What follows belongs to an exercise in optimizing a design on an open flow for small area; a production flow would make more cautious choices. No run shown here included a check of the RTL's function; only the layout flow was run.

`flow/flow/run.sh`:
```
#!/bin/bash
# The standard layout, with the port buffers made of the smallest buffer and a clock tree
# without dummy loads. Each tool's output goes to orfs/logs; make's own output to flow_make.log.
set -euo pipefail
bash standard.sh \
  "BUFFER_PORTS_ARGS=-buffer_cell sky130_fd_sc_hd__buf_1" \
  "CTS_ARGS=-sink_clustering_enable -repair_clock_nets -dont_use_dummy_load" \
  finish > flow_make.log 2>&1
```
`flow/standard.sh`:
```
#!/bin/bash
# synth_recipe.tcl (not shown) runs the flow's synth.tcl, then flattens the netlist and writes it again
# the make line also repeats each setting of config.mk as NAME=value (left out here)
make -C /OpenROAD-flow-scripts/flow DESIGN_CONFIG=/design/flow/config.mk WORK_HOME=/design/flow/orfs CLKGATE_MAP_FILE= SYNTH_SCRIPT=/design/flow/synth_recipe.tcl "${@:-finish}"
```
`flow/config.mk`:
```
export PLATFORM = sky130hd
export DESIGN_NAME = window_mult_pipe
export DESIGN_NICKNAME = window_mult_pipe
export VERILOG_FILES = /design/flow/design.v
export SDC_FILE = /design/flow/constraint.sdc
export NUM_CORES = 4
export LEC_CHECK = 0
export CAP_MARGIN = 20
export CORE_MARGIN = 2
export CORE_UTILIZATION = 40
export SLEW_MARGIN = 20
export SYNTH_HIERARCHICAL = 1
```
`flow/constraint.sdc`:
```
create_clock -name core_clock -period 6.5 [get_ports {clk}]
set_input_delay 1.3000 -clock core_clock [delete_from_list [all_inputs] [get_ports {clk}]]
set_output_delay 1.3000 -clock core_clock [all_outputs]
set_load 0.01 [all_outputs]
```
`flow/design.v`:
```
module window_mult_pipe #(
  parameter int K   = 3,
  parameter int NI  = 8,
  parameter int NF  = 8,
  parameter int LAT = 2,
  parameter int CW  = 5
) (
  input  logic                            clk,
  input  logic                            rst_n,
  input  logic                            in_valid,
  output logic                            in_ready,
  input  logic                            sgn_i,
  input  logic [K*K*NI-1:0]               i_flat,
  input  logic [K*K*NF-1:0]               f_flat,
  input  logic [CW-1:0]                   row_in,
  input  logic [CW-1:0]                   col_in,
  input  logic                            done_in,
  output logic                            out_valid,
  input  logic                            out_ready,
  output logic [K*K*(NI+NF)-1:0]          d_flat,
  output logic [CW-1:0]                   row_out,
  output logic [CW-1:0]                   col_out,
  output logic                            done_out,
  output logic [NI+NF+$clog2(K*K)-1:0]    sum_o
);
  localparam int N  = K * K;
  localparam int W  = NI + NF;
  localparam int SW = W + $clog2(N);
  localparam int SB = 2 * CW + 1;
  logic w_en;
  assign w_en     = !out_valid || out_ready;
  assign in_ready = w_en;
  logic [2:0] r_vld;
  always_ff @(posedge clk or negedge rst_n) begin
    if (!rst_n)    r_vld <= '0;
    else if (w_en) r_vld <= {r_vld[1:0], in_valid};
  end
  assign out_valid = r_vld[2];
  logic [N*NI-1:0] r1_i;
  logic [N*NF-1:0] r1_f;
  logic            r1_s;
  logic [SB-1:0]   r1_sb, r2_sb, r3_sb;
  logic [N*W-1:0]  r2_d, r3_d;
  logic [N*W-1:0]  w_prod;
  for (genvar e = 0; e < N; e++) begin : g_lane
    wm_mul u_mul (.p(r1_i[e*NI +: NI]), .pn(~r1_i[e*NI +: NI]), .s(r1_s), .f(r1_f[e*NF +: NF]),
                  .fn(~r1_f[e*NF +: NF]), .y(w_prod[e*W +: W]));
  end
  always_ff @(posedge clk) begin
    if (w_en) begin
      r1_i  <= i_flat;
      r1_f  <= f_flat;
      r1_s  <= sgn_i;
      r1_sb <= {done_in, col_in, row_in};
      r2_d  <= w_prod;
      r2_sb <= r1_sb;
      r3_d  <= r2_d;
      r3_sb <= r2_sb;
    end
  end
  logic [SW-1:0] w_sum;
  wm_sum u_sum (.d(r3_d), .y(w_sum));
  assign d_flat   = r3_d;
  assign row_out  = r3_sb[CW-1:0];
  assign col_out  = r3_sb[2*CW-1:CW];
  assign done_out = r3_sb[2*CW];
  assign sum_o    = w_sum;
endmodule
module wm_fa (input logic a, input logic b, input logic c, output logic s, output logic co);
  assign s  = a ^ b ^ c;
  assign co = (a & b) | (a & c) | (b & c);
endmodule
module wm_ha (input logic a, input logic b, output logic s, output logic co);
  assign s  = a ^ b;
  assign co = a & b;
endmodule
module wm_mul (
  input  logic [7:0]  p,
  input  logic [7:0]  pn,
  input  logic [7:0]  fn,
  input  logic        s,
  input  logic [7:0]  f,
  output logic [15:0] y
);
  wire q = s & p[7];
  wire pp1 = ~(pn[0] | fn[0]);
  wire pp2 = ~(pn[0] | fn[1]);
  wire pp3 = ~(pn[1] | fn[0]);
  wire pp4 = ~(pn[0] | fn[2]);
  wire pp5 = ~(pn[1] | fn[1]);
  wire pp6 = ~(pn[2] | fn[0]);
  wire pp7 = ~(pn[0] | fn[3]);
  wire pp8 = ~(pn[1] | fn[2]);
  wire pp9 = ~(pn[2] | fn[1]);
  wire pp10 = ~(pn[3] | fn[0]);
  wire pp11 = ~(pn[0] | fn[4]);
  wire pp12 = ~(pn[1] | fn[3]);
  wire pp13 = ~(pn[2] | fn[2]);
  wire pp14 = ~(pn[3] | fn[1]);
  wire pp15 = ~(pn[4] | fn[0]);
  wire pp16 = ~(pn[0] | fn[5]);
  wire pp17 = ~(pn[1] | fn[4]);
  wire pp18 = ~(pn[2] | fn[3]);
  wire pp19 = ~(pn[3] | fn[2]);
  wire pp20 = ~(pn[4] | fn[1]);
  wire pp21 = ~(pn[5] | fn[0]);
  wire pp22 = ~(pn[0] | fn[6]);
  wire pp23 = ~(pn[1] | fn[5]);
  wire pp24 = ~(pn[2] | fn[4]);
  wire pp25 = ~(pn[3] | fn[3]);
  wire pp26 = ~(pn[4] | fn[2]);
  wire pp27 = ~(pn[5] | fn[1]);
  wire pp28 = ~(pn[6] | fn[0]);
  wire pp29 = ~(pn[1] | fn[6]);
  wire pp30 = ~(pn[2] | fn[5]);
  wire pp31 = ~(pn[3] | fn[4]);
  wire pp32 = ~(pn[4] | fn[3]);
  wire pp33 = ~(pn[5] | fn[2]);
  wire pp34 = ~(pn[6] | fn[1]);
  wire pp35 = ~(pn[7] | fn[0]);
  wire pp36 = ~(p[0] & f[7]);
  wire pp37 = ~(pn[2] | fn[6]);
  wire pp38 = ~(pn[3] | fn[5]);
  wire pp39 = ~(pn[4] | fn[4]);
  wire pp40 = ~(pn[5] | fn[3]);
  wire pp41 = ~(pn[6] | fn[2]);
  wire pp42 = ~(pn[7] | fn[1]);
  wire pp43 = ~(p[1] & f[7]);
  wire pp44 = ~(q & f[0]);
  wire pp45 = ~(pn[3] | fn[6]);
  wire pp46 = ~(pn[4] | fn[5]);
  wire pp47 = ~(pn[5] | fn[4]);
  wire pp48 = ~(pn[6] | fn[3]);
  wire pp49 = ~(pn[7] | fn[2]);
  wire pp50 = ~(p[2] & f[7]);
  wire pp51 = ~(q & f[1]);
  wire pp52 = ~(pn[4] | fn[6]);
  wire pp53 = ~(pn[5] | fn[5]);
  wire pp54 = ~(pn[6] | fn[4]);
  wire pp55 = ~(pn[7] | fn[3]);
  wire pp56 = ~(p[3] & f[7]);
  wire pp57 = ~(q & f[2]);
  wire pp58 = ~(pn[5] | fn[6]);
  wire pp59 = ~(pn[6] | fn[5]);
  wire pp60 = ~(pn[7] | fn[4]);
  wire pp61 = ~(p[4] & f[7]);
  wire pp62 = ~(q & f[3]);
  wire pp63 = ~(pn[6] | fn[6]);
  wire pp64 = ~(pn[7] | fn[5]);
  wire pp65 = ~(p[5] & f[7]);
  wire pp66 = ~(q & f[4]);
  wire pp67 = ~(pn[7] | fn[6]);
  wire pp68 = ~(p[6] & f[7]);
  wire pp69 = ~(q & f[5]);
  wire pp70 = ~(p[7] & f[7]);
  wire pp71 = ~(q & f[6]);
  wire pp72 = (q & f[7]);
  wire n73 = ~pp29;
  wire n74 = ~pp37;
  wire s75, c76;
  wm_ha u_ha77 (.a(pp22), .b(pp23), .s(s75), .co(c76));
  wire s78, c79;
  wm_fa u_fa80 (.a(pp30), .b(pp31), .c(pp32), .s(s78), .co(c79));
  wire s81, c82;
  wm_ha u_ha83 (.a(pp33), .b(pp34), .s(s81), .co(c82));
  wire s84, c85;
  wm_fa u_fa86 (.a(pp38), .b(pp39), .c(pp40), .s(s84), .co(c85));
  wire s87, c88;
  wm_fa u_fa89 (.a(pp41), .b(pp42), .c(pp43), .s(s87), .co(c88));
  wire s90, c91;
  wm_ha u_ha92 (.a(pp44), .b(pp29), .s(s90), .co(c91));
  wire s93, c94;
  wm_fa u_fa95 (.a(pp45), .b(pp46), .c(pp47), .s(s93), .co(c94));
  wire s96, c97;
  wm_fa u_fa98 (.a(pp48), .b(pp49), .c(pp50), .s(s96), .co(c97));
  wire s99, c100;
  wm_ha u_ha101 (.a(pp51), .b(pp37), .s(s99), .co(c100));
  wire s102, c103;
  wm_fa u_fa104 (.a(pp52), .b(pp53), .c(pp54), .s(s102), .co(c103));
  wire s105, c106;
  wm_ha u_ha107 (.a(pp55), .b(pp56), .s(s105), .co(c106));
  wire s108, c109;
  wm_ha u_ha110 (.a(pp58), .b(pp59), .s(s108), .co(c109));
  wire s111, c112;
  wm_ha u_ha113 (.a(pp11), .b(pp12), .s(s111), .co(c112));
  wire s114, c115;
  wm_fa u_fa116 (.a(pp16), .b(pp17), .c(pp18), .s(s114), .co(c115));
  wire s117, c118;
  wm_ha u_ha119 (.a(pp19), .b(pp20), .s(s117), .co(c118));
  wire s120, c121;
  wm_fa u_fa122 (.a(pp24), .b(pp25), .c(pp26), .s(s120), .co(c121));
  wire s123, c124;
  wm_fa u_fa125 (.a(pp27), .b(pp28), .c(s75), .s(s123), .co(c124));
  wire s126, c127;
  wm_fa u_fa128 (.a(pp35), .b(pp36), .c(n73), .s(s126), .co(c127));
  wire s129, c130;
  wm_fa u_fa131 (.a(s78), .b(s81), .c(c76), .s(s129), .co(c130));
  wire s132, c133;
  wm_fa u_fa134 (.a(n74), .b(s84), .c(s87), .s(s132), .co(c133));
  wire s135, c136;
  wm_fa u_fa137 (.a(s90), .b(c79), .c(c82), .s(s135), .co(c136));
  wire s138, c139;
  wm_fa u_fa140 (.a(s93), .b(s96), .c(s99), .s(s138), .co(c139));
  wire s141, c142;
  wm_fa u_fa143 (.a(c85), .b(c88), .c(c91), .s(s141), .co(c142));
  wire s144, c145;
  wm_fa u_fa146 (.a(pp57), .b(s102), .c(s105), .s(s144), .co(c145));
  wire s147, c148;
  wm_fa u_fa149 (.a(c94), .b(c97), .c(c100), .s(s147), .co(c148));
  wire s150, c151;
  wm_fa u_fa152 (.a(pp60), .b(pp61), .c(pp62), .s(s150), .co(c151));
  wire s153, c154;
  wm_fa u_fa155 (.a(s108), .b(c103), .c(c106), .s(s153), .co(c154));
  wire s156, c157;
  wm_fa u_fa158 (.a(pp63), .b(pp64), .c(pp65), .s(s156), .co(c157));
  wire s159, c160;
  wm_ha u_ha161 (.a(pp66), .b(c109), .s(s159), .co(c160));
  wire s162, c163;
  wm_ha u_ha164 (.a(pp67), .b(pp68), .s(s162), .co(c163));
  wire s165, c166;
  wm_ha u_ha167 (.a(pp7), .b(pp8), .s(s165), .co(c166));
  wire s168, c169;
  wm_fa u_fa170 (.a(pp13), .b(pp14), .c(pp15), .s(s168), .co(c169));
  wire s171, c172;
  wm_fa u_fa173 (.a(pp21), .b(s114), .c(s117), .s(s171), .co(c172));
  wire s174, c175;
  wm_fa u_fa176 (.a(s120), .b(s123), .c(c115), .s(s174), .co(c175));
  wire s177, c178;
  wm_fa u_fa179 (.a(s126), .b(s129), .c(c121), .s(s177), .co(c178));
  wire s180, c181;
  wm_fa u_fa182 (.a(s132), .b(s135), .c(c127), .s(s180), .co(c181));
  wire s183, c184;
  wm_fa u_fa185 (.a(s138), .b(s141), .c(c133), .s(s183), .co(c184));
  wire s186, c187;
  wm_fa u_fa188 (.a(s144), .b(s147), .c(c139), .s(s186), .co(c187));
  wire s189, c190;
  wm_fa u_fa191 (.a(s150), .b(s153), .c(c145), .s(s189), .co(c190));
  wire s192, c193;
  wm_fa u_fa194 (.a(s156), .b(s159), .c(c151), .s(s192), .co(c193));
  wire s195, c196;
  wm_fa u_fa197 (.a(pp69), .b(s162), .c(c157), .s(s195), .co(c196));
  wire s198, c199;
  wm_ha u_ha200 (.a(pp70), .b(pp71), .s(s198), .co(c199));
  wire s201, c202;
  wm_ha u_ha203 (.a(pp4), .b(pp5), .s(s201), .co(c202));
  wire s204, c205;
  wm_fa u_fa206 (.a(pp9), .b(pp10), .c(s165), .s(s204), .co(c205));
  wire s207, c208;
  wm_fa u_fa209 (.a(s111), .b(s168), .c(c166), .s(s207), .co(c208));
  wire s210, c211;
  wm_fa u_fa212 (.a(c112), .b(s171), .c(c169), .s(s210), .co(c211));
  wire s213, c214;
  wm_fa u_fa215 (.a(c118), .b(s174), .c(c172), .s(s213), .co(c214));
  wire s216, c217;
  wm_fa u_fa218 (.a(c124), .b(s177), .c(c175), .s(s216), .co(c217));
  wire s219, c220;
  wm_fa u_fa221 (.a(c130), .b(s180), .c(c178), .s(s219), .co(c220));
  wire s222, c223;
  wm_fa u_fa224 (.a(c136), .b(s183), .c(c181), .s(s222), .co(c223));
  wire s225, c226;
  wm_fa u_fa227 (.a(c142), .b(s186), .c(c184), .s(s225), .co(c226));
  wire s228, c229;
  wm_fa u_fa230 (.a(c148), .b(s189), .c(c187), .s(s228), .co(c229));
  wire s231, c232;
  wm_fa u_fa233 (.a(c154), .b(s192), .c(c190), .s(s231), .co(c232));
  wire s234, c235;
  wm_fa u_fa236 (.a(c160), .b(s195), .c(c193), .s(s234), .co(c235));
  wire s237, c238;
  wm_fa u_fa239 (.a(c163), .b(s198), .c(c196), .s(s237), .co(c238));
  wire s240, c241;
  wm_ha u_ha242 (.a(pp72), .b(c199), .s(s240), .co(c241));
  wire s243, c244;
  wm_ha u_ha245 (.a(pp2), .b(pp3), .s(s243), .co(c244));
  wire s246, c247;
  wm_fa u_fa248 (.a(pp6), .b(s201), .c(c244), .s(s246), .co(c247));
  wire s249, c250;
  wm_fa u_fa251 (.a(s204), .b(c202), .c(c247), .s(s249), .co(c250));
  wire s252, c253;
  wm_fa u_fa254 (.a(s207), .b(c205), .c(c250), .s(s252), .co(c253));
  wire s255, c256;
  wm_fa u_fa257 (.a(s210), .b(c208), .c(c253), .s(s255), .co(c256));
  wire s258, c259;
  wm_fa u_fa260 (.a(s213), .b(c211), .c(c256), .s(s258), .co(c259));
  wire s261, c262;
  wm_fa u_fa263 (.a(s216), .b(c214), .c(c259), .s(s261), .co(c262));
  wire s264, c265;
  wm_fa u_fa266 (.a(s219), .b(c217), .c(c262), .s(s264), .co(c265));
  wire s267, c268;
  wm_fa u_fa269 (.a(s222), .b(c220), .c(c265), .s(s267), .co(c268));
  wire s270, c271;
  wm_fa u_fa272 (.a(s225), .b(c223), .c(c268), .s(s270), .co(c271));
  wire s273, c274;
  wm_fa u_fa275 (.a(s228), .b(c226), .c(c271), .s(s273), .co(c274));
  wire s276, c277;
  wm_fa u_fa278 (.a(s231), .b(c229), .c(c274), .s(s276), .co(c277));
  wire s279, c280;
  wm_fa u_fa281 (.a(s234), .b(c232), .c(c277), .s(s279), .co(c280));
  wire s282, c283;
  wm_fa u_fa284 (.a(s237), .b(c235), .c(c280), .s(s282), .co(c283));
  wire s285 = s240 ^ c238 ^ c283;
  assign y = {s285, s282, s279, s276, s273, s270, s267, s264, s261, s258, s255, s252, s249, s246, s243, pp1};
endmodule
module wm_sum (
  input  logic [143:0] d,
  output logic [19:0]  y
);
  wire t1 = ~d[15];
  wire t2 = ~d[31];
  wire t3 = ~d[47];
  wire t4 = ~d[63];
  wire t5 = ~d[79];
  wire t6 = ~d[95];
  wire t7 = ~d[111];
  wire t8 = ~d[127];
  wire t9 = ~d[143];
  wire n10 = ~t1;
  wire n11 = ~t1;
  wire n12 = ~t1;
  wire s13, c14;
  wm_fa u_fa15 (.a(d[0]), .b(d[16]), .c(d[32]), .s(s13), .co(c14));
  wire s16, c17;
  wm_ha u_ha18 (.a(d[48]), .b(d[64]), .s(s16), .co(c17));
  wire s19, c20;
  wm_fa u_fa21 (.a(d[1]), .b(d[17]), .c(d[33]), .s(s19), .co(c20));
  wire s22, c23;
  wm_fa u_fa24 (.a(d[49]), .b(d[65]), .c(d[81]), .s(s22), .co(c23));
  wire s25, c26;
  wm_ha u_ha27 (.a(d[97]), .b(d[113]), .s(s25), .co(c26));
  wire s28, c29;
  wm_fa u_fa30 (.a(d[2]), .b(d[18]), .c(d[34]), .s(s28), .co(c29));
  wire s31, c32;
  wm_fa u_fa33 (.a(d[50]), .b(d[66]), .c(d[82]), .s(s31), .co(c32));
  wire s34, c35;
  wm_fa u_fa36 (.a(d[98]), .b(d[114]), .c(d[130]), .s(s34), .co(c35));
  wire s37, c38;
  wm_fa u_fa39 (.a(d[3]), .b(d[19]), .c(d[35]), .s(s37), .co(c38));
  wire s40, c41;
  wm_fa u_fa42 (.a(d[51]), .b(d[67]), .c(d[83]), .s(s40), .co(c41));
  wire s43, c44;
  wm_fa u_fa45 (.a(d[99]), .b(d[115]), .c(d[131]), .s(s43), .co(c44));
  wire s46, c47;
  wm_fa u_fa48 (.a(d[4]), .b(d[20]), .c(d[36]), .s(s46), .co(c47));
  wire s49, c50;
  wm_fa u_fa51 (.a(d[52]), .b(d[68]), .c(d[84]), .s(s49), .co(c50));
  wire s52, c53;
  wm_fa u_fa54 (.a(d[100]), .b(d[116]), .c(d[132]), .s(s52), .co(c53));
  wire s55, c56;
  wm_fa u_fa57 (.a(d[5]), .b(d[21]), .c(d[37]), .s(s55), .co(c56));
  wire s58, c59;
  wm_fa u_fa60 (.a(d[53]), .b(d[69]), .c(d[85]), .s(s58), .co(c59));
  wire s61, c62;
  wm_fa u_fa63 (.a(d[101]), .b(d[117]), .c(d[133]), .s(s61), .co(c62));
  wire s64, c65;
  wm_fa u_fa66 (.a(d[6]), .b(d[22]), .c(d[38]), .s(s64), .co(c65));
  wire s67, c68;
  wm_fa u_fa69 (.a(d[54]), .b(d[70]), .c(d[86]), .s(s67), .co(c68));
  wire s70, c71;
  wm_fa u_fa72 (.a(d[102]), .b(d[118]), .c(d[134]), .s(s70), .co(c71));
  wire s73, c74;
  wm_fa u_fa75 (.a(d[7]), .b(d[23]), .c(d[39]), .s(s73), .co(c74));
  wire s76, c77;
  wm_fa u_fa78 (.a(d[55]), .b(d[71]), .c(d[87]), .s(s76), .co(c77));
  wire s79, c80;
  wm_fa u_fa81 (.a(d[103]), .b(d[119]), .c(d[135]), .s(s79), .co(c80));
  wire s82, c83;
  wm_fa u_fa84 (.a(d[8]), .b(d[24]), .c(d[40]), .s(s82), .co(c83));
  wire s85, c86;
  wm_fa u_fa87 (.a(d[56]), .b(d[72]), .c(d[88]), .s(s85), .co(c86));
  wire s88, c89;
  wm_fa u_fa90 (.a(d[104]), .b(d[120]), .c(d[136]), .s(s88), .co(c89));
  wire s91, c92;
  wm_fa u_fa93 (.a(d[9]), .b(d[25]), .c(d[41]), .s(s91), .co(c92));
  wire s94, c95;
  wm_fa u_fa96 (.a(d[57]), .b(d[73]), .c(d[89]), .s(s94), .co(c95));
  wire s97, c98;
  wm_fa u_fa99 (.a(d[105]), .b(d[121]), .c(d[137]), .s(s97), .co(c98));
  wire s100, c101;
  wm_fa u_fa102 (.a(d[10]), .b(d[26]), .c(d[42]), .s(s100), .co(c101));
  wire s103, c104;
  wm_fa u_fa105 (.a(d[58]), .b(d[74]), .c(d[90]), .s(s103), .co(c104));
  wire s106, c107;
  wm_fa u_fa108 (.a(d[106]), .b(d[122]), .c(d[138]), .s(s106), .co(c107));
  wire s109, c110;
  wm_fa u_fa111 (.a(d[11]), .b(d[27]), .c(d[43]), .s(s109), .co(c110));
  wire s112, c113;
  wm_fa u_fa114 (.a(d[59]), .b(d[75]), .c(d[91]), .s(s112), .co(c113));
  wire s115, c116;
  wm_fa u_fa117 (.a(d[107]), .b(d[123]), .c(d[139]), .s(s115), .co(c116));
  wire s118, c119;
  wm_fa u_fa120 (.a(d[12]), .b(d[28]), .c(d[44]), .s(s118), .co(c119));
  wire s121, c122;
  wm_fa u_fa123 (.a(d[60]), .b(d[76]), .c(d[92]), .s(s121), .co(c122));
  wire s124, c125;
  wm_fa u_fa126 (.a(d[108]), .b(d[124]), .c(d[140]), .s(s124), .co(c125));
  wire s127, c128;
  wm_fa u_fa129 (.a(d[13]), .b(d[29]), .c(d[45]), .s(s127), .co(c128));
  wire s130, c131;
  wm_fa u_fa132 (.a(d[61]), .b(d[77]), .c(d[93]), .s(s130), .co(c131));
  wire s133, c134;
  wm_fa u_fa135 (.a(d[109]), .b(d[125]), .c(d[141]), .s(s133), .co(c134));
  wire s136, c137;
  wm_fa u_fa138 (.a(d[14]), .b(d[30]), .c(d[46]), .s(s136), .co(c137));
  wire s139, c140;
  wm_fa u_fa141 (.a(d[62]), .b(d[78]), .c(d[94]), .s(s139), .co(c140));
  wire s142, c143;
  wm_fa u_fa144 (.a(d[110]), .b(d[126]), .c(d[142]), .s(s142), .co(c143));
  wire s145, c146;
  wm_fa u_fa147 (.a(t2), .b(t3), .c(t4), .s(s145), .co(c146));
  wire s148, c149;
  wm_fa u_fa150 (.a(t5), .b(t6), .c(t7), .s(s148), .co(c149));
  wire s151, c152;
  wm_fa u_fa153 (.a(t8), .b(t9), .c(n10), .s(s151), .co(c152));
  wire s154, c155;
  wm_fa u_fa156 (.a(d[80]), .b(d[96]), .c(d[112]), .s(s154), .co(c155));
  wire s157, c158;
  wm_fa u_fa159 (.a(d[129]), .b(s19), .c(s22), .s(s157), .co(c158));
  wire s160, c161;
  wm_ha u_ha162 (.a(s25), .b(c14), .s(s160), .co(c161));
  wire s163, c164;
  wm_fa u_fa165 (.a(s28), .b(s31), .c(s34), .s(s163), .co(c164));
  wire s166, c167;
  wm_fa u_fa168 (.a(c20), .b(c23), .c(c26), .s(s166), .co(c167));
  wire s169, c170;
  wm_fa u_fa171 (.a(s37), .b(s40), .c(s43), .s(s169), .co(c170));
  wire s172, c173;
  wm_fa u_fa174 (.a(c29), .b(c32), .c(c35), .s(s172), .co(c173));
  wire s175, c176;
  wm_fa u_fa177 (.a(s46), .b(s49), .c(s52), .s(s175), .co(c176));
  wire s178, c179;
  wm_fa u_fa180 (.a(c38), .b(c41), .c(c44), .s(s178), .co(c179));
  wire s181, c182;
  wm_fa u_fa183 (.a(s55), .b(s58), .c(s61), .s(s181), .co(c182));
  wire s184, c185;
  wm_fa u_fa186 (.a(c47), .b(c50), .c(c53), .s(s184), .co(c185));
  wire s187, c188;
  wm_fa u_fa189 (.a(s64), .b(s67), .c(s70), .s(s187), .co(c188));
  wire s190, c191;
  wm_fa u_fa192 (.a(c56), .b(c59), .c(c62), .s(s190), .co(c191));
  wire s193, c194;
  wm_fa u_fa195 (.a(s73), .b(s76), .c(s79), .s(s193), .co(c194));
  wire s196, c197;
  wm_fa u_fa198 (.a(c65), .b(c68), .c(c71), .s(s196), .co(c197));
  wire s199, c200;
  wm_fa u_fa201 (.a(s82), .b(s85), .c(s88), .s(s199), .co(c200));
  wire s202, c203;
  wm_fa u_fa204 (.a(c74), .b(c77), .c(c80), .s(s202), .co(c203));
  wire s205, c206;
  wm_fa u_fa207 (.a(s91), .b(s94), .c(s97), .s(s205), .co(c206));
  wire s208, c209;
  wm_fa u_fa210 (.a(c83), .b(c86), .c(c89), .s(s208), .co(c209));
  wire s211, c212;
  wm_fa u_fa213 (.a(s100), .b(s103), .c(s106), .s(s211), .co(c212));
  wire s214, c215;
  wm_fa u_fa216 (.a(c92), .b(c95), .c(c98), .s(s214), .co(c215));
  wire s217, c218;
  wm_fa u_fa219 (.a(s109), .b(s112), .c(s115), .s(s217), .co(c218));
  wire s220, c221;
  wm_fa u_fa222 (.a(c101), .b(c104), .c(c107), .s(s220), .co(c221));
  wire s223, c224;
  wm_fa u_fa225 (.a(s118), .b(s121), .c(s124), .s(s223), .co(c224));
  wire s226, c227;
  wm_fa u_fa228 (.a(c110), .b(c113), .c(c116), .s(s226), .co(c227));
  wire s229, c230;
  wm_fa u_fa231 (.a(s127), .b(s130), .c(s133), .s(s229), .co(c230));
  wire s232, c233;
  wm_fa u_fa234 (.a(c119), .b(c122), .c(c125), .s(s232), .co(c233));
  wire s235, c236;
  wm_fa u_fa237 (.a(s136), .b(s139), .c(s142), .s(s235), .co(c236));
  wire s238, c239;
  wm_fa u_fa240 (.a(c128), .b(c131), .c(c134), .s(s238), .co(c239));
  wire s241, c242;
  wm_fa u_fa243 (.a(s145), .b(s148), .c(s151), .s(s241), .co(c242));
  wire s244, c245;
  wm_fa u_fa246 (.a(c137), .b(c140), .c(c143), .s(s244), .co(c245));
  wire s247, c248;
  wm_fa u_fa249 (.a(n11), .b(c146), .c(c149), .s(s247), .co(c248));
  wire s250, c251;
  wm_ha u_ha252 (.a(d[128]), .b(s13), .s(s250), .co(c251));
  wire s253, c254;
  wm_fa u_fa255 (.a(c17), .b(s157), .c(s160), .s(s253), .co(c254));
  wire s256, c257;
  wm_fa u_fa258 (.a(s163), .b(s166), .c(c158), .s(s256), .co(c257));
  wire s259, c260;
  wm_fa u_fa261 (.a(s169), .b(s172), .c(c164), .s(s259), .co(c260));
  wire s262, c263;
  wm_fa u_fa264 (.a(s175), .b(s178), .c(c170), .s(s262), .co(c263));
  wire s265, c266;
  wm_fa u_fa267 (.a(s181), .b(s184), .c(c176), .s(s265), .co(c266));
  wire s268, c269;
  wm_fa u_fa270 (.a(s187), .b(s190), .c(c182), .s(s268), .co(c269));
  wire s271, c272;
  wm_fa u_fa273 (.a(s193), .b(s196), .c(c188), .s(s271), .co(c272));
  wire s274, c275;
  wm_fa u_fa276 (.a(s199), .b(s202), .c(c194), .s(s274), .co(c275));
  wire s277, c278;
  wm_fa u_fa279 (.a(s205), .b(s208), .c(c200), .s(s277), .co(c278));
  wire s280, c281;
  wm_fa u_fa282 (.a(s211), .b(s214), .c(c206), .s(s280), .co(c281));
  wire s283, c284;
  wm_fa u_fa285 (.a(s217), .b(s220), .c(c212), .s(s283), .co(c284));
  wire s286, c287;
  wm_fa u_fa288 (.a(s223), .b(s226), .c(c218), .s(s286), .co(c287));
  wire s289, c290;
  wm_fa u_fa291 (.a(s229), .b(s232), .c(c224), .s(s289), .co(c290));
  wire s292, c293;
  wm_fa u_fa294 (.a(s235), .b(s238), .c(c230), .s(s292), .co(c293));
  wire s295, c296;
  wm_fa u_fa297 (.a(s241), .b(s244), .c(c236), .s(s295), .co(c296));
  wire s298, c299;
  wm_fa u_fa300 (.a(c152), .b(s247), .c(c242), .s(s298), .co(c299));
  wire s301, c302;
  wm_ha u_ha303 (.a(s16), .b(s154), .s(s301), .co(c302));
  wire s304, c305;
  wm_fa u_fa306 (.a(c155), .b(s253), .c(c251), .s(s304), .co(c305));
  wire s307, c308;
  wm_fa u_fa309 (.a(c161), .b(s256), .c(c254), .s(s307), .co(c308));
  wire s310, c311;
  wm_fa u_fa312 (.a(c167), .b(s259), .c(c257), .s(s310), .co(c311));
  wire s313, c314;
  wm_fa u_fa315 (.a(c173), .b(s262), .c(c260), .s(s313), .co(c314));
  wire s316, c317;
  wm_fa u_fa318 (.a(c179), .b(s265), .c(c263), .s(s316), .co(c317));
  wire s319, c320;
  wm_fa u_fa321 (.a(c185), .b(s268), .c(c266), .s(s319), .co(c320));
  wire s322, c323;
  wm_fa u_fa324 (.a(c191), .b(s271), .c(c269), .s(s322), .co(c323));
  wire s325, c326;
  wm_fa u_fa327 (.a(c197), .b(s274), .c(c272), .s(s325), .co(c326));
  wire s328, c329;
  wm_fa u_fa330 (.a(c203), .b(s277), .c(c275), .s(s328), .co(c329));
  wire s331, c332;
  wm_fa u_fa333 (.a(c209), .b(s280), .c(c278), .s(s331), .co(c332));
  wire s334, c335;
  wm_fa u_fa336 (.a(c215), .b(s283), .c(c281), .s(s334), .co(c335));
  wire s337, c338;
  wm_fa u_fa339 (.a(c221), .b(s286), .c(c284), .s(s337), .co(c338));
  wire s340, c341;
  wm_fa u_fa342 (.a(c227), .b(s289), .c(c287), .s(s340), .co(c341));
  wire s343, c344;
  wm_fa u_fa345 (.a(c233), .b(s292), .c(c290), .s(s343), .co(c344));
  wire s346, c347;
  wm_fa u_fa348 (.a(c239), .b(s295), .c(c293), .s(s346), .co(c347));
  wire s349, c350;
  wm_fa u_fa351 (.a(c245), .b(s298), .c(c296), .s(s349), .co(c350));
  wire s352, c353;
  wm_fa u_fa354 (.a(n12), .b(c248), .c(c299), .s(s352), .co(c353));
  wire g355 = s250 & s301;
  wire p356 = s250 ^ s301;
  wire g357 = s304 & c302;
  wire p358 = s304 ^ c302;
  wire g359 = s307 & c305;
  wire p360 = s307 ^ c305;
  wire g361 = s310 & c308;
  wire p362 = s310 ^ c308;
  wire g363 = s313 & c311;
  wire p364 = s313 ^ c311;
  wire g365 = s316 & c314;
  wire p366 = s316 ^ c314;
  wire g367 = s319 & c317;
  wire p368 = s319 ^ c317;
  wire g369 = s322 & c320;
  wire p370 = s322 ^ c320;
  wire g371 = s325 & c323;
  wire p372 = s325 ^ c323;
  wire g373 = s328 & c326;
  wire p374 = s328 ^ c326;
  wire g375 = s331 & c329;
  wire p376 = s331 ^ c329;
  wire g377 = s334 & c332;
  wire p378 = s334 ^ c332;
  wire g379 = s337 & c335;
  wire p380 = s337 ^ c335;
  wire g381 = s340 & c338;
  wire p382 = s340 ^ c338;
  wire g383 = s343 & c341;
  wire p384 = s343 ^ c341;
  wire g385 = s346 & c344;
  wire p386 = s346 ^ c344;
  wire g387 = s349 & c347;
  wire p388 = s349 ^ c347;
  wire g389 = s352 & c350;
  wire p390 = s352 ^ c350;
  wire g391 = t1 & c353;
  wire p392 = t1 ^ c353;
  wire G393 = g357 | (p358 & g355);
  wire P394 = p358 & p356;
  wire G395 = g361 | (p362 & g359);
  wire P396 = p362 & p360;
  wire G397 = g365 | (p366 & g363);
  wire P398 = p366 & p364;
  wire G399 = g369 | (p370 & g367);
  wire P400 = p370 & p368;
  wire G401 = g373 | (p374 & g371);
  wire P402 = p374 & p372;
  wire G403 = g377 | (p378 & g375);
  wire P404 = p378 & p376;
  wire G405 = g381 | (p382 & g379);
  wire P406 = p382 & p380;
  wire G407 = g385 | (p386 & g383);
  wire P408 = p386 & p384;
  wire G409 = g389 | (p390 & g387);
  wire P410 = p390 & p388;
  wire G411 = 1'b0 | (1'b1 & g391);
  wire P412 = 1'b1 & p392;
  wire G413 = g359 | (p360 & G393);
  wire P414 = p360 & P394;
  wire G415 = G395 | (P396 & G393);
  wire P416 = P396 & P394;
  wire G417 = g367 | (p368 & G397);
  wire P418 = p368 & P398;
  wire G419 = G399 | (P400 & G397);
  wire P420 = P400 & P398;
  wire G421 = g375 | (p376 & G401);
  wire P422 = p376 & P402;
  wire G423 = G403 | (P404 & G401);
  wire P424 = P404 & P402;
  wire G425 = g383 | (p384 & G405);
  wire P426 = p384 & P406;
  wire G427 = G407 | (P408 & G405);
  wire P428 = P408 & P406;
  wire G429 = g391 | (p392 & G409);
  wire P430 = p392 & P410;
  wire G431 = G411 | (P412 & G409);
  wire P432 = P412 & P410;
  wire G433 = g363 | (p364 & G415);
  wire P434 = p364 & P416;
  wire G435 = G397 | (P398 & G415);
  wire P436 = P398 & P416;
  wire G437 = G417 | (P418 & G415);
  wire P438 = P418 & P416;
  wire G439 = G419 | (P420 & G415);
  wire P440 = P420 & P416;
  wire G441 = g379 | (p380 & G423);
  wire P442 = p380 & P424;
  wire G443 = G405 | (P406 & G423);
  wire P444 = P406 & P424;
  wire G445 = G425 | (P426 & G423);
  wire P446 = P426 & P424;
  wire G447 = G427 | (P428 & G423);
  wire P448 = P428 & P424;
  wire G449 = g371 | (p372 & G439);
  wire P450 = p372 & P440;
  wire G451 = G401 | (P402 & G439);
  wire P452 = P402 & P440;
  wire G453 = G421 | (P422 & G439);
  wire P454 = P422 & P440;
  wire G455 = G423 | (P424 & G439);
  wire P456 = P424 & P440;
  wire G457 = G441 | (P442 & G439);
  wire P458 = P442 & P440;
  wire G459 = G443 | (P444 & G439);
  wire P460 = P444 & P440;
  wire G461 = G445 | (P446 & G439);
  wire P462 = P446 & P440;
  wire G463 = G447 | (P448 & G439);
  wire P464 = P448 & P440;
  wire G465 = g387 | (p388 & G463);
  wire P466 = p388 & P464;
  wire G467 = G409 | (P410 & G463);
  wire P468 = P410 & P464;
  wire G469 = G429 | (P430 & G463);
  wire P470 = P430 & P464;
  wire G471 = G431 | (P432 & G463);
  wire P472 = P432 & P464;
  wire y473 = p358 ^ g355;
  wire y474 = p360 ^ G393;
  wire y475 = p362 ^ G413;
  wire y476 = p364 ^ G415;
  wire y477 = p366 ^ G433;
  wire y478 = p368 ^ G435;
  wire y479 = p370 ^ G437;
  wire y480 = p372 ^ G439;
  wire y481 = p374 ^ G449;
  wire y482 = p376 ^ G451;
  wire y483 = p378 ^ G453;
  wire y484 = p380 ^ G455;
  wire y485 = p382 ^ G457;
  wire y486 = p384 ^ G459;
  wire y487 = p386 ^ G461;
  wire y488 = p388 ^ G463;
  wire y489 = p390 ^ G465;
  wire y490 = p392 ^ G467;
  wire y491 = 1'b1 ^ G469;
  assign y = {y491, y490, y489, y488, y487, y486, y485, y484, y483, y482, y481, y480, y479, y478, y477, y476, y475, y474, y473, p356};
endmodule
```
==> results.toml, run 1 <==
[global_route]
grt_max_degree = 176
antenna_found_initial = 7
grt_pass1_wl_mm = 134
grt_pass1_vias = 21900
track_usage_pct = 21.1
grt_overflow = 0

[critical_path]
critical_path_class = "reg -> out"
critical_path_peak_fanout = 6
crit_start = "r3_d[107]"
r2r_end = "r2_d[63]"
r2r_slack_ns = 0.17
endpoint = "sum_o[17]"
reg2reg_from = "r1_f[27]"
r2r_cells = 17
critPathCaptureType = "primary output"
worstSetupStartpointType = "register"
cp.arrival_ns = 5.10
critical_path_required_ns = 5.20

[clock_network]
cts_tree = "yes"
path_clk_slew_ns = 0.06
cts.sinks = 469
htree_levels = 2
insertion_delay_ns = 0.62
clk_path_buf_depth = 3
numCtsBuffers = 58
root_buffer = "clkbuf_16"

[yosys]
syn-instance-count = 2406
synth.net_count = 3333
synth_warnings = 7
syn_area_um2 = 34000
avgSynthCellArea_um2 = 14.1

[flow_run]
cap_violations = 0

[placed_design]
dp_hpwl_mm = 74.2
place_congestion = 0.921
portBuffers = 336
dpl.cell_count = 3809

[sta]
tightest_slew_ns = 1.06
rsz0062_at_grt = "true"
max_freq_mhz = 156
hold_violations = 0
period_needed_ns = 6.40
final-setup-viol-count = 0
skew_ns = 0.0480
period_share_pct = 98.4
slew_viol_final = 0
slew_headroom_pct = 29.6

[floorplanning]
die_w_um = 295
die-area_um2 = 87300
start_util_pct = 40.5
rows = 106
die_height_um = 295
core_um2 = 83800
io_pins = 337

[detailed_routing]
vias = 19300
drc = 0
ant_nets = 0
first_iter_violations = 1330
dr.pass1.iters = 5
viasPerCell = 4.88
wl_per_cell_um = 22.4
routed_wl_mm = 88.6

[cells_and_area]
final-seq-area_um2 = 14100
drive_above_1_share_pct = 17.9
nFillCells = 7557
fin_cells = 3960
syn_to_final_growth_pct = 14.8
num_antenna_cells = 0
nNetsFinal = 3755
multi_input_comb_area_um2 = 18000
utilization_pct = 46.5

[outcome]
outcome = "complete, no violations"

[min_path]
hp-class = "reg -> reg"
[sequential cells by signal, summed over array words and instances, names as in the netlist]
register  cells
r1_sb        11
r3_sb        11
r2_sb        11
r1_f         72
r1_s          1
r_vld         3
r2_d        144
r3_d        144
r1_i         72
[metrics by stage]
stage               hold slack, ns  TNS, ns  instance area, um2  worst slack, ns
floorplan                    0.400        0               34100           0.0114
global placement             0.400   -0.659               36500           -0.144
detailed placement           0.405    -1.58               36500           -0.233
CTS                          0.409        0               38500         0.000183
global route                 0.417   -0.156               39000          -0.0560
finish                       0.407        0               39000            0.102
[worst min path at each step]
stage | start | to | slack, ns | cells after the start
after floorplan | r1_sb[0] | r2_sb[0] | 0.40 | 0
after global placement | r2_sb[7] | r3_sb[7] | 0.40 | 0
after detailed placement | r2_d[119] | r3_d[119] | 0.40 | 0
after CTS | r2_d[48] | r3_d[48] | 0.41 | 0
after global routing | r1_sb[7] | r2_sb[7] | 0.42 | 0
final | r2_d[48] | r3_d[48] | 0.41 | 0
[what timing repair did]
| item | CTS | global route |
|---|---|---|
| pin swaps | 23 | 54 |
| endpoints found under the setup margin | 25 | 26 |
| hold buffers | 0 | 0 |
| buffers inserted | 56 | 37 |
| gates cloned | 0 | 0 |
| resized for setup | 94 | 57 |
[per-layer routing]
metal / global-route usage [%] / vias to the layer above / routed length (um)
met5: 0 / - / 54
met4: 6.26 / 8 / 2620
met3: 4.90 / 112 / 6620
met2: 33.1 / 648 / 40900
met1: 29.5 / 10100 / 38400
li1: - / 8439 / -
[worst max-delay path, stage by stage (launching register included)]
cell and delay, ns:
edfxtp_1 0.48, fa_2 0.67, fa_1 0.44, fa_1 0.48, fa_1 0.55, ha_4 0.24
a21o_2 0.24, a31oi_4 0.17, and3b_2 0.28, nor2_1 0.10, nand2_1 0.07, fa_2 0.38
xor2_4 0.21, buf_2 0.17
[cell type report]
type | count | area share [%]
Clock buffer | 58 | 3.72
Inverter | 154 | 1.49
Multi-Input combinational cell | 1520 | 46.1
Sequential cell | 469 | 36.1
Tap cell | 1134 | 3.64
Timing Repair Buffer | 625 | 8.93
[cell usage in the layout, fill, tap and decap left out, types with 5 or more instances in the layout]
cell type,count
clkbuf_16,58
fa_1,544
xor3_1,9
fa_2,65
or2_1,18
ha_4,7
a21oi_1,5
edfxtp_1,466
ha_1,150
and3_1,12
inv_1,99
inv_2,54
nand2_1,78
buf_4,287
nand3_1,65
nor2_1,508
buf_1,332
xor2_1,6
==> run 2: changes to the inputs <==
--- a/flow/config.mk
+++ b/flow/config.mk
@@ -8,5 +8,6 @@
 export CAP_MARGIN = 20
 export CORE_MARGIN = 2
 export CORE_UTILIZATION = 40
+export GPL_TIMING_DRIVEN = 0
 export SLEW_MARGIN = 20
 export SYNTH_HIERARCHICAL = 1
==> run 2 against run 1 <==
Net effect:
- first-iteration DRC count increased by 2.5%
- wire length down 4.6%
- setup slack got worse by 0.038 ns
- highest routed layer is now met4
- largest cell class unchanged
- non-clock buffer count grew 72
- global-route usage down 1.2 points
- die area unchanged
- clock skew down 0.0038 ns
- hold slack worse by 0.017 ns
- register-to-register slack lost 0.11 ns
==> results.toml, run 2 <==
[sta]
rsz0062_at_grt = "true"
max_freq_mhz = 155
skew_ns = 0.0442
slew_headroom_pct = 64.2
period_needed_ns = 6.44
fin_ws_ns = 0.0643
slew_viol_final = 0
holdWs_ns = 0.390
period_share_pct = 99.0
hold_violations = 0
tightest_slew_ns = 0.536
final-setup-viol-count = 0

[clock_network]
cts.sinks = 469
cts_tree = "yes"
cts_hold_buf = 0
root_buffer = "clkbuf_16"
htree_levels = 2
clk_path_buf_depth = 3
insertion_delay_ns = 0.65
numCtsBuffers = 59
path_clk_slew_ns = 0.06

[floorplanning]
die_w_um = 295
start_util_pct = 40.5
core_um2 = 83800
rows = 106
io_pins = 337
die_height_um = 295
die-area_um2 = 87300

[global_route]
grt_pass1_vias = 21800
grt_pass1_wl_mm = 129
track_usage_pct = 20.0
antenna_found_initial = 3
grt_overflow = 0
grt_max_degree = 59

[placed_design]
dp_hpwl_mm = 69.2
dpl.cell_count = 3888
portBuffers = 336
pre_cts_ws_ns = -0.534
place_congestion = 0.891
place_area_um2 = 37100

[cells_and_area]
layout_commonest_cell = "fa_1"
syn_to_final_growth_pct = 17.9
nFillCells = 7540
drive_above_1_share_pct = 21.1
final-seq-area_um2 = 14100
most-common-layout-cells = "fa_1, nor2_1, edfxtp_1"
top_regs = "r2_d x144, r3_d x144"
num_antenna_cells = 0
fin_cells = 4033
multi_input_comb_area_um2 = 18200
nNetsFinal = 3828
stdcell_area_um2 = 40100

[critical_path]
worstSetupStartpointType = "register"
critical_path_class = "reg -> reg"
critPathCaptureType = "register"
critical_path_peak_fanout = 8
cp.arrival_ns = 6.82
critical_path_required_ns = 6.88

[yosys]
syn-instance-count = 2406
syn_area_um2 = 34000
synth.net_count = 3333
synth_warnings = 7
avgSynthCellArea_um2 = 14.1

[flow_run]
cap_violations = 0

[detailed_routing]
drc = 0
dr.pass1.iters = 6
viasPerCell = 4.91
vias = 19800
wl_per_cell_um = 21.0
ant_nets = 0
routed_wl_mm = 84.5
first_iter_violations = 1363

[min_path]
hp-class = "reg -> reg"

[outcome]
outcome = "complete, no violations"
[run 2: per-stage QoR]
stage	TNS, ns	util, %
floorplan	0	-
global placement	-37.63	43.9
detailed placement	-6.12	44.2
CTS	-0.278	47.3
global route	-0.866	47.8
finish	0	47.8
[run 2: final timing paths]
| path | slack (ns) | end | start | cells past startpoint |
|---|---|---|---|---|
| min | 0.39 | r3_d[137] | r2_d[137] | 0 |
| max in group asynchronous | 5.87 | r_vld[2] | rst_n | 1 |
| min reg2reg | 0.39 | r3_d[137] | r2_d[137] | 0 |
| max reg2reg | 0.06 | r2_d[79] | r1_i[33] | 19 |
| max | 0.06 | r2_d[79] | r1_i[33] | 19 |
| min in group asynchronous | 0.44 | r_vld[1] | rst_n | 1 |
[run 2: layout make-up]
| class | instances | share of cell area (%) |
|---|---|---|
| multi-input combinational | 1520 | 45.4 |
| sequential | 469 | 35.1 |
| timing repair buffer | 438 | 5.76 |
| buffer | 259 | 5.09 |
| clock buffer | 59 | 3.69 |
| tap | 1134 | 3.54 |
| inverter | 154 | 1.44 |
[run 2: worst max-delay path, cell delays in order (launching register included)]
cell,delay (ns)
edfxtp_1,0.41
inv_1,0.08
clkbuf_8,0.15
nor2_1,0.05
ha_1,0.29
fa_1,0.50
fa_2,0.40
fa_2,0.34
fa_2,0.35
fa_2,0.35
fa_2,0.35
fa_2,0.35
fa_2,0.36
fa_2,0.35
fa_2,0.35
fa_2,0.35
fa_1,0.38
fa_1,0.38
xor3_1,0.24
buf_4,0.15
[run 2: metal layers]
metal / routed length, um / global-route usage (%)
met5: 0 / 0
met4: 1930 / 4.72
met3: 6010 / 3.98
met2: 39400 / 31.4
met1: 37200 / 28.6
[run 2: what timing repair did]
| item | 4_1_cts | 5_1_grt |
|---|---|---|
| buffers inserted | 69 | 21 |
| endpoints found under the hold margin | 0 | 0 |
| pin swaps | 93 | 53 |
| endpoints found under the setup margin | 28 | 22 |
| resized for setup | 202 | 69 |
==> run 3: changes to the inputs <==
--- a/flow/flow/run.sh
+++ b/flow/flow/run.sh
@@ -4,5 +4,5 @@
 set -euo pipefail
 bash standard.sh \
   "BUFFER_PORTS_ARGS=-buffer_cell sky130_fd_sc_hd__buf_1" \
-  "CTS_ARGS=-sink_clustering_enable -repair_clock_nets -dont_use_dummy_load" \
+  "CTS_ARGS=-sink_clustering_enable -repair_clock_nets -dont_use_dummy_load -buf_list {sky130_fd_sc_hd__clkbuf_4 sky130_fd_sc_hd__clkbuf_8}" \
   finish > flow_make.log 2>&1
--- a/flow/config.mk
+++ b/flow/config.mk
@@ -8,6 +8,5 @@
 export CAP_MARGIN = 20
 export CORE_MARGIN = 2
 export CORE_UTILIZATION = 40
-export GPL_TIMING_DRIVEN = 0
 export SLEW_MARGIN = 20
 export SYNTH_HIERARCHICAL = 1
==> run 3 against run 2 <==
Net effect:
- fmax about the same
- hold slack better by 0.0063 ns
- global-route usage up 1.4 points
- clock skew is 0.015 ns higher
- still clean
- non-clock buffer count fell by 67
- area after synthesis stayed put
- flip-flop and latch count unchanged
- sequential share of layout area up 1.1 points
==> results.toml, run 3 <==
[detailed_routing]
vias = 19500
drc = 0
routed_wl_mm = 88.9
wl_per_cell_um = 22.2
ant_nets = 0
dr.pass1.iters = 4
viasPerCell = 4.87
first_iter_violations = 1229

[global_route]
grt_max_degree = 176
antenna_found_initial = 8
grt_pass1_vias = 22200
grt_overflow = 0
grt_pass1_wl_mm = 135
track_usage_pct = 21.3

[critical_path]
path_cells = "fa_1 > fa_1 > fa_1 > fa_1 > ha_2 > and3_1 > nand3_1 > a21oi_4 > nor2_1 > nand2_1 > fa_2 > buf_6"
critPathTopFamily = "adder cells"
crit_start = "r3_d[13]"
r2r_cells = 17
cpPeakStageDelay_ns = 0.58
critical_path_peak_fanout = 6
cp.arrival_ns = 5.14
critPathCaptureType = "primary output"
reg2reg_from = "r1_f[29]"
r2r_end = "r2_d[63]"
cp.depth = 12
critPathBufInv = 1
endpoint = "sum_o[16]"
slowest_stage = "fa_1"
critical_path_required_ns = 5.20
critical_path_class = "reg -> out"
worstSetupStartpointType = "register"
r2r_slack_ns = 0.14
crit_top_cell = "fa_1"

[placed_design]
pre_cts_ws_ns = -0.233
place_congestion = 0.921
place_area_um2 = 36500
dp_hpwl_mm = 74.2
dpl.cell_count = 3809
portBuffers = 336

[cells_and_area]
layout_commonest_cell = "fa_1"
drive_above_1_share_pct = 19.4
most-common-layout-cells = "fa_1, nor2_1, edfxtp_1"
top_regs = "r2_d x144, r3_d x144"
stdcell_area_um2 = 38800
nNetsFinal = 3790
syn_to_final_growth_pct = 14.3
fin_cells = 3997

[sta]
skew_ns = 0.0595
period_needed_ns = 6.44
tightest_slew_ns = 0.999
slew_viol_final = 0
slew_headroom_pct = 33.4
fin_ws_ns = 0.0583
hold_violations = 0
final-setup-viol-count = 0
period_share_pct = 99.1
rsz0062_at_grt = "true"
max_freq_mhz = 155

[clock_network]
path_clk_slew_ns = 0.05
root_buffer = "clkbuf_8"
numCtsBuffers = 88
cts_tree = "yes"
htree_levels = 3
insertion_delay_ns = 0.70
clk_path_buf_depth = 3
cts.sinks = 469

[yosys]
syn-instance-count = 2406
avgSynthCellArea_um2 = 14.1
syn_area_um2 = 34000
synth_warnings = 7
synth.net_count = 3333

[floorplanning]
core_um2 = 83800
io_pins = 337
die_height_um = 295
die-area_um2 = 87300
rows = 106
die_w_um = 295
start_util_pct = 40.5

[outcome]
outcome = "complete, no violations"

[min_path]
hp-class = "in -> async"

[flow_run]
cap_violations = 0
-- run 3: cell count changes in the layout (fill, tap and decap cells not counted), sizes merged --
cell    previous run  this run
diode              0         2
clkbuf            79        92
buf              677       626
-- run 3: worst min-delay path by stage --
stage          startpoint         to  slack, ns  cells past startpoint
2_1_floorplan    r1_sb[0]   r2_sb[0]       0.40                      0
3_3_place_gp     r2_sb[7]   r3_sb[7]       0.40                      0
3_5_place_dp    r2_d[119]  r3_d[119]       0.40                      0
4_1_cts             rst_n   r_vld[1]       0.32                      1
5_1_grt             rst_n   r_vld[1]       0.34                      1
6_report            rst_n   r_vld[1]       0.40                      1
-- run 3: area by class of cell --
class	count	area, um2
Fill cell	7569	45000
Clock buffer	88	1210
Timing Repair Buffer	630	3530
Antenna cell	2	5.00
Multi-Input combinational cell	1520	18000
Sequential cell	469	14100
Inverter	154	581
Tap cell	1134	1420
-- run 3: per-layer routing --
metal  global-route usage, %  wire, um  up-vias  share of wire, %
li1                        -         -     8503                 -
met1                    29.7     38600    10200                43
met2                    33.7     41600      630                47
met3                    5.40      6600      108               7.4
met4                    5.14      2000        4               2.2
met5                       0        26        -             0.029
-- run 3: stage by stage --
| step | hold WS, ns | utilization, % | setup TNS, ns |
|---|---|---|---|
| 3_5_place_dp | 0.405 | 43.5 | -1.58 |
| 3_3_place_gp | 0.400 | 43.5 | -0.659 |
| 4_1_cts | 0.320 | 45.9 | -0.119 |
| 5_1_grt | 0.344 | 46.3 | -0.660 |
| 6_report | 0.396 | 46.3 | 0 |
| 2_1_floorplan | 0.400 | - | 0 |
-- run 3: what timing repair did --
item                       in CTS  in global routing
resized for setup             107                 60
pin swaps                      46                 55
hold buffers                    0                  0
setup endpoints to repair      25                 25
buffers inserted               70                 28
==> run 4: changes to the inputs <==
--- a/flow/config.mk
+++ b/flow/config.mk
@@ -7,6 +7,7 @@
 export LEC_CHECK = 0
 export CAP_MARGIN = 20
 export CORE_MARGIN = 2
-export CORE_UTILIZATION = 40
+export CORE_UTILIZATION = 60
+export PLACE_DENSITY = 0.72
 export SLEW_MARGIN = 20
 export SYNTH_HIERARCHICAL = 1
==> run 4 against run 3 <==
Net effect:
- non-clock buffer count fell by 8
- synthesized cell count did not move
- die area fell by 33%
- hold slack got worse by 0.0042 ns
- flip-flop and latch count did not move
- largest cell class unchanged
- highest routed layer is now met4
==> results.toml, run 4 <==
[cells_and_area]
top_regs = "r2_d x144, r3_d x144"
multi_input_comb_area_um2 = 18000
final-seq-area_um2 = 14100
stdcell_area_um2 = 38200
syn_to_final_growth_pct = 12.5
nFillCells = 4090
layout_commonest_cell = "fa_1"
nNetsFinal = 3779
utilization_pct = 68.0
most-common-layout-cells = "fa_1, nor2_1, edfxtp_1"
drive_above_1_share_pct = 18.6

[global_route]
grt_pass1_vias = 21900
antenna_found_initial = 2
grt_pass1_wl_mm = 126
track_usage_pct = 29.4
grt_overflow = 0
grt_max_degree = 135

[clock_network]
insertion_delay_ns = 0.68
numCtsBuffers = 85
root_buffer = "clkbuf_8"
clk_path_buf_depth = 3
cts_hold_buf = 0
cts_tree = "yes"
path_clk_slew_ns = 0.05
htree_levels = 3
cts.sinks = 469

[yosys]
avgSynthCellArea_um2 = 14.1
syn_area_um2 = 34000
synth.net_count = 3333
synth_warnings = 7
syn-instance-count = 2406

[floorplanning]
core_um2 = 56200
die_w_um = 242
io_pins = 337
die-area_um2 = 58500
start_util_pct = 60.5
die_height_um = 242
rows = 87

[sta]
period_share_pct = 99.3
period_needed_ns = 6.45
final-setup-viol-count = 0
tightest_slew_ns = 0.834
max_freq_mhz = 155
slew_headroom_pct = 44.4
slew_viol_final = 0
skew_ns = 0.0608
fin_ws_ns = 0.0482
rsz0062_at_grt = "true"
hold_violations = 0

[critical_path]
reg2reg_from = "r1_f[10]"
worstSetupStartpointType = "register"
critical_path_class = "reg -> out"
cp.arrival_ns = 5.15
crit_start = "r3_d[116]"
critical_path_peak_fanout = 2
critPathCaptureType = "primary output"
critical_path_required_ns = 5.20

[outcome]
outcome = "complete, no violations"

[placed_design]
pre_cts_ws_ns = -0.226
dp_hpwl_mm = 66.7
portBuffers = 336
place_congestion = 0.935
place_area_um2 = 35900

[detailed_routing]
drc = 0
viasPerCell = 5.46
wl_per_cell_um = 22.6
routed_wl_mm = 81.5
first_iter_violations = 1340
dr.pass1.iters = 5
ant_nets = 0
vias = 19700

[min_path]
hp-start = "r2_d[10]"
hp-class = "reg -> reg"

[flow_run]
cap_violations = 0
-- run 4: area by class of cell --
class / instances / share of cell area, %
multi-input cells: 1520 / 47.0
flip-flops and latches: 469 / 36.8
repair buffers: 622 / 9.07
clock buffers: 85 / 3.06
well taps: 756 / 2.48
inverters: 154 / 1.51
diodes: 1 / 0.00655
-- run 4: worst max-delay path, stage by stage (launching register included) --
cell and delay, ns:
edfxtp_1 0.53, fa_2 0.66, fa_1 0.45, fa_1 0.53, fa_1 0.45, ha_1 0.30, o211ai_1 0.15, or3_4 0.46
a21oi_4 0.17, nor2_1 0.05, nand2_1 0.10, fa_2 0.49, buf_6 0.15
-- run 4: path summary, 6_finish.rpt --
| check | to | slack [ns] | cells after the start |
|---|---|---|---|
| worst max-delay path | sum_o[16] | 0.05 | 12 |
| max in group asynchronous | r_vld[1] | 5.91 | 1 |
| worst min-delay path | r3_d[10] | 0.39 | 0 |
| worst min register to register | r3_d[10] | 0.39 | 0 |
| min in group asynchronous | r_vld[0] | 0.43 | 1 |
| worst max register to register | r2_d[31] | 0.15 | 17 |
-- run 4: repair_timing --
item | in CTS | in global routing
gates resized for setup | 91 | 58
setup buffers | 68 | 32
endpoints found under the setup margin | 25 | 25
pin swaps | 35 | 44
-- run 4: per-stage QoR --
step | hold WS [ns] | setup TNS (ns) | cells
CTS | 0.378 | -0.0219 | 3574
floorplan | 0.400 | 0 | 2406
global placement | 0.401 | -0.433 | 3421
finish | 0.392 | 0 | 3607
global route | 0.401 | -0.363 | 3607
detailed placement | 0.405 | -1.80 | 3421
-- run 4: per-layer routing --
metal	routed length [um]	vias up	part of all wire, %	track usage [%]
met4	3840	0	4.7	12.8
met3	7190	165	8.8	8.18
met1	31800	10200	39	39.8
met5	0	-	0	0
li1	-	8490	-	-
met2	38700	846	48	45.3
==> run 5: changes to the inputs <==
--- a/flow/design.v
+++ b/flow/design.v
@@ -41,11 +41,14 @@
   logic            r1_s;
   logic [SB-1:0]   r1_sb, r2_sb, r3_sb;
   logic [N*W-1:0]  r2_d, r3_d;
+  logic [SW-1:0]   r3_sum;
+  logic [SW-1:0]   w_sum;
   logic [N*W-1:0]  w_prod;
   for (genvar e = 0; e < N; e++) begin : g_lane
     wm_mul u_mul (.p(r1_i[e*NI +: NI]), .pn(~r1_i[e*NI +: NI]), .s(r1_s), .f(r1_f[e*NF +: NF]),
                   .fn(~r1_f[e*NF +: NF]), .y(w_prod[e*W +: W]));
   end
+  wm_sum u_sum (.d(r2_d), .y(w_sum));
   always_ff @(posedge clk) begin
     if (w_en) begin
       r1_i  <= i_flat;
@@ -56,15 +59,14 @@
       r2_sb <= r1_sb;
       r3_d  <= r2_d;
       r3_sb <= r2_sb;
+      r3_sum <= w_sum;
     end
   end
-  logic [SW-1:0] w_sum;
-  wm_sum u_sum (.d(r3_d), .y(w_sum));
   assign d_flat   = r3_d;
   assign row_out  = r3_sb[CW-1:0];
   assign col_out  = r3_sb[2*CW-1:CW];
   assign done_out = r3_sb[2*CW];
-  assign sum_o    = w_sum;
+  assign sum_o    = r3_sum;
 endmodule
 module wm_fa (input logic a, input logic b, input logic c, output logic s, output logic co);
   assign s  = a ^ b ^ c;
==> run 5 against run 4 <==
Net effect:
- global-route usage fell by 1.6 points
- synthesized cell count rose by 0.83%
- critical path depth rose by 5
- fmax rose by 1.8%
- critical path type is now reg -> reg
- highest routed layer is now met5
==> results.toml, run 5 <==
[global_route]
grt_max_degree = 167
grt_pass1_vias = 21300
grt_overflow = 0
grt_pass1_wl_mm = 122
antenna_found_initial = 6
track_usage_pct = 27.8

[placed_design]
portBuffers = 336
dp_hpwl_mm = 64.0
place_area_um2 = 36400
dpl.cell_count = 3421
place_congestion = 0.915
pre_cts_ws_ns = -0.213

[detailed_routing]
vias = 19300
wl_per_cell_um = 22.2
drc = 0
dr.pass1.iters = 6
first_iter_violations = 1475
ant_nets = 0
viasPerCell = 5.45
routed_wl_mm = 78.7

[clock_network]
cts.sinks = 489
htree_levels = 3
path_clk_slew_ns = 0.05
root_buffer = "clkbuf_8"
cts_tree = "yes"
clk_path_buf_depth = 3
insertion_delay_ns = 0.67
numCtsBuffers = 85

[cells_and_area]
multi_input_comb_area_um2 = 17800
stdcell_area_um2 = 37900
layout_commonest_cell = "fa_1"
nFillCells = 4127
most-common-layout-cells = "fa_1, nor2_1, edfxtp_1"
syn_to_final_growth_pct = 9.65
nNetsFinal = 3706
drive_above_1_share_pct = 14.5
top_regs = "r2_d x144, r3_d x144"
final-seq-area_um2 = 14700
fin_cells = 3535

[yosys]
syn-instance-count = 2426
syn_area_um2 = 34600
synth.net_count = 3353
avgSynthCellArea_um2 = 14.2
synth_warnings = 7

[critical_path]
slowest_stage = "fa_1"
cpPeakStageDelay_ns = 0.47
path_cells = "inv_2 > nor2_1 > ha_1 > fa_1 > fa_2 > fa_1 > fa_2 > fa_2 > fa_1 > fa_2 > fa_1 > fa_2 > fa_1 > fa_2 > fa_2 > fa_1 > xor3_1"
critPathBufInv = 1
crit_start = "r1_i[41]"
cp.arrival_ns = 6.71
critical_path_class = "reg -> reg"
critical_path_required_ns = 6.87
crit_top_cell = "fa_2"
worstSetupStartpointType = "register"
critPathTopFamily = "adder cells"
critical_path_peak_fanout = 7
reg2reg_from = "r1_i[41]"
critPathCaptureType = "register"

[floorplanning]
rows = 87
core_um2 = 56700
die_height_um = 244
die-area_um2 = 59500
start_util_pct = 60.9
die_w_um = 244
io_pins = 337

[flow_run]
cap_violations = 0

[min_path]
hp-start = "r1_sb[3]"
hp-class = "reg -> reg"

[sta]
hold_violations = 0
max_freq_mhz = 158
period_needed_ns = 6.34
period_share_pct = 97.5
fin_ws_ns = 0.162
skew_ns = 0.0405
slew_viol_final = 0
holdWs_ns = 0.423
final-setup-viol-count = 0
slew_headroom_pct = 40.7
tightest_slew_ns = 0.889

[outcome]
outcome = "complete, no violations"
run 5: final cells by class:
class / count / area share, %
multi-input combinational: 1520 / 46.8
sequential: 489 / 38.7
timing repair buffer: 529 / 7.32
clock buffer: 85 / 3.09
tap: 756 / 2.50
inverter: 154 / 1.54
antenna: 2 / 0.0132
run 5: through the flow:
stage / TNS, ns / utilization [%]
3_3_place_gp: -0.375 / 64.1
6_report: 0 / 66.8
4_1_cts: 0 / 66.5
3_5_place_dp: -1.53 / 64.1
2_1_floorplan: 0 / -
5_1_grt: -0.00988 / 66.8
run 5: timing repair:
action                     in CTS  in global routing
pin swaps                       2                 21
gates resized for setup        61                 46
cloned                          0                  0
hold buffers                    0                  0
setup buffers                  19                  8
setup endpoints to repair      15                 14
run 5: worst paths after layout:
check / endpoint / cells past startpoint / slack, ns
setup reg to reg: r2_d[95] / 17 / 0.16
min in group asynchronous: r_vld[1] / 1 / 0.44
hold / removal: r2_sb[3] / 0 / 0.42
max in group asynchronous: r_vld[0] / 1 / 5.91
setup / recovery: r2_d[95] / 17 / 0.16
hold reg to reg: r2_sb[3] / 0 / 0.42
run 5: routing by layer:
| metal | wire length, um | global-route usage [%] |
|---|---|---|
| met5 | 18 | 0 |
| met4 | 3350 | 11.3 |
| met3 | 5760 | 6.10 |
| met2 | 37500 | 43.1 |
| met1 | 32000 | 39.0 |
run 5: worst reg2reg max path: stages (launching register included):
cell and delay [ns]:
edfxtp_1 0.41, inv_2 0.15, nor2_1 0.07, ha_1 0.30, fa_1 0.47, fa_2 0.40, fa_1 0.40, fa_2 0.36
fa_2 0.35, fa_1 0.39, fa_2 0.36, fa_1 0.39, fa_2 0.36, fa_1 0.39, fa_2 0.36, fa_2 0.35
fa_1 0.38, xor3_1 0.19

## port drivers added, routing unchanged
The flow's constraints put no driver on any port. The routed layouts listed below were extracted and timed again, unchanged, in two steps.
Step 1 (the two cells are an assumption about what drives the block):
set clk [get_ports {clk}]
set_driving_cell -lib_cell sky130_fd_sc_hd__clkbuf_16 $clk
set_driving_cell -lib_cell sky130_fd_sc_hd__buf_2 [delete_from_list [all_inputs] $clk]
Step 2 also shifts input and output timing later by t, the mid clock arrival at the registers, as if the neighbouring blocks saw the same clock.
a / b / c = no drivers / after step 1 / after step 2; a / b = the first two.
| run | shift t [ns] | setup WS [ns] | hold slack, ns | worst data-port slew with drivers (ns) |
|---|---|---|---|---|
| run 1 | 0.657 | 0.102 / 0.041 / 0.173 | 0.407 / 0.407 / 0.407 | 0.07 |
| run 2 | 0.692 | 0.064 / 0.004 / 0.064 | 0.390 / 0.390 / 0.390 | 0.06 |
| run 3 | 0.736 | 0.058 / -0.006 / 0.143 | 0.396 / 0.363 / 0.396 | 0.07 |
| run 4 | 0.711 | 0.048 / -0.013 / 0.153 | 0.392 / 0.392 / 0.392 | 0.06 |
| run 5 | 0.710 | 0.162 / 0.162 / 0.162 | 0.423 / 0.402 / 0.423 | 0.07 |
After both steps every run listed still meets setup and hold.
